This design comes from an exercise in tuning for small area, a short achievable clock period and few clock cycles per item on the open sky130 flow, not from production work. Only simulation tests tie the RTL to the original design; equivalence was not proved. Power figures rest on the tool's default switching activity, not on a simulated workload.

==> flow/design.v (excerpt) <==
module md5Hasher (
	input logic clk,
	input logic rst,
	input logic psel,
	input logic penable,
	input logic pwrite,
	input md5Pkg::apbAddr paddr,
	input md5Pkg::md5Word pwdata,
	output md5Pkg::md5Word prdata,
	output logic pready,
	output logic pslverr
);
clock: 10.0 ns
lec_check: 0
cap_margin: 20
core_margin: 2
core_utilization: 75
place_density: 0.85
setup_slack_margin: 4
slew_margin: 20
run.sh (not shown) runs the stock make flow with config.mk's settings and CLKGATE_MAP_FILE= SYNTH_SCRIPT=/design/flow/synth_recipe.tcl, a recipe that flattens the netlist after the stock synthesis.
The first run ended with an error in global routing, error GRT-0232.
Testbench counts at the start, summed over its fixed seeds: cycles 30,800, items 384.
Then changed:
- CORE_UTILIZATION: 75 -> 60
- CTS_CLUSTER_DIAMETER: not set -> 120
- CTS_CLUSTER_SIZE: not set -> 22
- PLACE_DENSITY: 0.85 -> 0.7
Effect: Now the flow completed with no timing, DRC or antenna violations. Synthesized area is unchanged. Synthesized cell count stays the same.

========
Setup of run A:
md5Hasher again, from the RTL that the note above started with.
clock: 10.0 ns
lec_check: 0
cap_margin: 20
core_margin: 2
core_utilization: 60
place_density: 0.7
setup_slack_margin: 4
slew_margin: 20
Testbench counts of run A, summed over its fixed seeds: cycles 30,800, items 384.
Setup changes, run A to run B
- CTS_CLUSTER_SIZE newly set to 30
- CTS_CLUSTER_DIAMETER newly set to 150
### Flow results
Run B vs run A — clock-buffer cell count dropped 44.
Global-route usage (lower): run B
Summary of the comparison: core utilization is lower in run B, relative to run A.
Run B ends up with a fill cell instance count of the final layout that is 2.2% higher than in run A.
Taking run B as 1.0, run A lands at 0.910 on count of non-CTS buffers in the layout.
Delta (run B minus run A): combined flip-flop and latch cell area about even, design area fell about 1.3%, power share of the clock group fell 7.4 points.
Compared with run A, run B shows via total after detailed routing that has gone down slightly.
When the final numbers for run A and run B were put side by side, the wire length of the first global-routing pass turned out to be greater in run A.
[inputs] run C vs run B
- CTS_CLUSTER_SIZE no longer set, was 30
- CTS_CLUSTER_DIAMETER no longer set, was 150
- SETUP_SLACK_MARGIN now 4.5, was 4
Notes after the runs:
- Cell with the biggest individual delay on the critical path = sky130_fd_sc_hd__mux4_2: run C; cell with the biggest individual delay on the critical path = sky130_fd_sc_hd__dfxtp_2: run B
- Against run B, run C comes in 34 higher on count of clock-buffer cells in the layout.
- Detailed route, run C vs run B: via total higher for run C
- Run C: worst setup slack lower than run B
[inputs] run D vs run C
- CTS_CLUSTER_SIZE newly set to 30
- SETUP_SLACK_MARGIN changed from 4.5 to 3.5
- CTS_CLUSTER_DIAMETER newly set to 150
- Run C -> run D: number of violations of the max-capacitance limit delta 0, exact match
- Going from run C to run D, number of post-CTS setup repair buffers shrank by more than half.
- Global-route wire length before repair shrinks by a few percent when moving from run C to run D.
- Compared with run C, run D shows a higher fraction of power consumed by combinational cells.
- Run C reports its launch point of the worst path as roundStep.bReg[15]$_SDFF_PP1_ while run D reports roundStep.bReg[0]$_SDFF_PP1_.
- In the tables for run C and run D, overall global routing resource usage reads higher with run C.
- After detailed routing, run C needs more wire than run D.
- Design area on run D is down relative to run C.
Edits applied to the flow inputs when going from run D to run E:
- SETUP_SLACK_MARGIN changed from 3.5 to 4
- CAP_MARGIN changed from 20 to 5
- CTS_CLUSTER_DIAMETER changed from 150 to 120
- SLEW_MARGIN changed from 20 to 5
- CTS_CLUSTER_SIZE changed from 30 to 22
==> comparison <==
Run D → run E: non-clock buffer total of the final layout has increased; area used by sequential logic in the layout has remained practically unchanged; number of inserted filler cells in the final layout has decreased; global-route usage has increased; CTS clock-pin slew for the worst setup and hold paths has remained practically unchanged.
Run E improves on run D in register-to-register slack.
Diff run E and run D: clock network area share lower in run D
Looking at final design utilization, run E sits 2.5 points above run D.
Comparing run E and run D, the higher total power is on run E.
Compared run E vs run D, and clock power is up in run E.

========
Setup of run 1:
Another version of the RTL of md5Hasher (not shown whole).
For scale: roughly 79 I/O pins, about 32000 sq um of cells after synthesis.
make LEC_CHECK=0 CAP_MARGIN=20 CORE_MARGIN=2 CORE_UTILIZATION=40 PLACE_DENSITY=0.6 SETUP_SLACK_MARGIN=5 SLEW_MARGIN=20 finish   # period 10.0 ns
Testbench counts of run 1, summed over its fixed seeds: cycles 30,800, items 384.
Inputs modified between run 1 and run 2:
diff --git a/flow/config.mk b/flow/config.mk
--- a/flow/config.mk
+++ b/flow/config.mk
@@ -12 +12 @@
-export SETUP_SLACK_MARGIN = 5
+export SETUP_SLACK_MARGIN = 4
--- outcome ---
- For total power, run 2 and run 1 come out practically identical.
- As far as deepest clock path buffer count goes, run 2 and run 1 are indistinguishable; the numbers are identical.
- In the flow results for run 1 and run 2, the share of total power in combinational logic is larger on run 1.
- Via count of the first global-routing pass ended up 333 higher on run 2 than on run 1.
- Going from run 1 to run 2, the clock-buffer cell count was found to have gone up by about 23%.
- Post-detailed-route via-to-cell ratio of run 2 exceeds that of run 1 slightly.
- Run 2 ended up with a higher internal power summed over all cells than run 1 did.
- Run 2 vs run 1 on wire length of the first global-routing pass: run 2 is the lower one.
- Run 2 ended up with a lower number of nets in the final layout than run 1 did.
- In the tables for run 1 and run 2, part of the total power dissipated in the clock network reads higher with run 2.
- Max switching share of power across run 1 and run 2: run 1

========
md5Hasher, a different RTL version from the one above (not shown whole).
Size in the first run: ~3500 cells after synthesis, ~510 flip-flops, ~79 I/O pins.
clock: 10.0 ns
lec_check: 0
cap_margin: 20
core_margin: 2
core_utilization: 60
place_density: 0.7
setup_slack_margin: 4
slew_margin: 20
Testbench counts at the start, summed over its fixed seeds: cycles 30,032, items 384.
Edit:
Settings changed: CTS_BUF_LIST set to sky130_fd_sc_hd__clkbuf_4 sky130_fd_sc_hd__clkbuf_8.
=>
- core utilization fell by 0.25 points
- clock-buffer cell count rose by 43
- area after synthesis does not change
- global-route usage fell by 0.13 points

[afterwards: timing with drivers on the ports]
The results above use ideal ports. As a check the final layouts listed here were re-extracted and re-timed, cells and wires unchanged. Step 1 (the two cells are an assumption about what drives the block):
set clk [get_ports {clk}]
set_driving_cell -lib_cell sky130_fd_sc_hd__clkbuf_16 $clk
set_driving_cell -lib_cell sky130_fd_sc_hd__buf_2 [delete_from_list [all_inputs] $clk]
Step 2 adds t to the input delays and takes it off the output delays; t is the mean of the earliest and latest rising clock arrival at the registers after step 1. Input paths then give back, and output paths get back, about the clock's delay inside the block. Three values: ideal ports, drivers, drivers and shift; two values: the first two.
run | t (ns) | slack for setup (ns) | worst hold slack (ns) | worst setup path after step 2 | pins driven straight from the clock port
the second run of note 1 | 0.669 | 3.941 / 3.941 / 3.941 | 0.437 / 0.437 / 0.437 | register to register | 1
run A | 0.668 | 3.849 / 3.849 / 3.849 | 0.441 / 0.441 / 0.441 | register to register | 1
run B | 0.663 | 3.967 / 3.967 / 3.967 | 0.442 / 0.442 / 0.442 | register to register | 1
run C | 0.665 | 3.767 / 3.767 / 3.767 | 0.440 / 0.440 / 0.440 | register to register | 1
run D | 0.651 | 3.639 / 3.639 / 3.639 | 0.447 / 0.447 / 0.447 | register to register | 1
run E | 0.669 | 3.941 / 3.941 / 3.941 | 0.437 / 0.437 / 0.437 | register to register | 1
run 1 | 0.673 | 3.655 / 3.655 / 3.655 | 0.501 / 0.501 / 0.501 | register to register | 1
run 2 | 0.671 | 3.542 / 3.542 / 3.542 | 0.500 / 0.500 / 0.500 | register to register | 1
the first run of note 4 | 0.664 | 3.558 / 3.558 / 3.558 | 0.445 / 0.445 / 0.445 | register to register | 1
the second run of note 4 | 0.752 | 3.510 / 3.510 / 3.510 | 0.436 / 0.436 / 0.436 | register to register | 1
After both steps setup and hold are still met in every run listed.
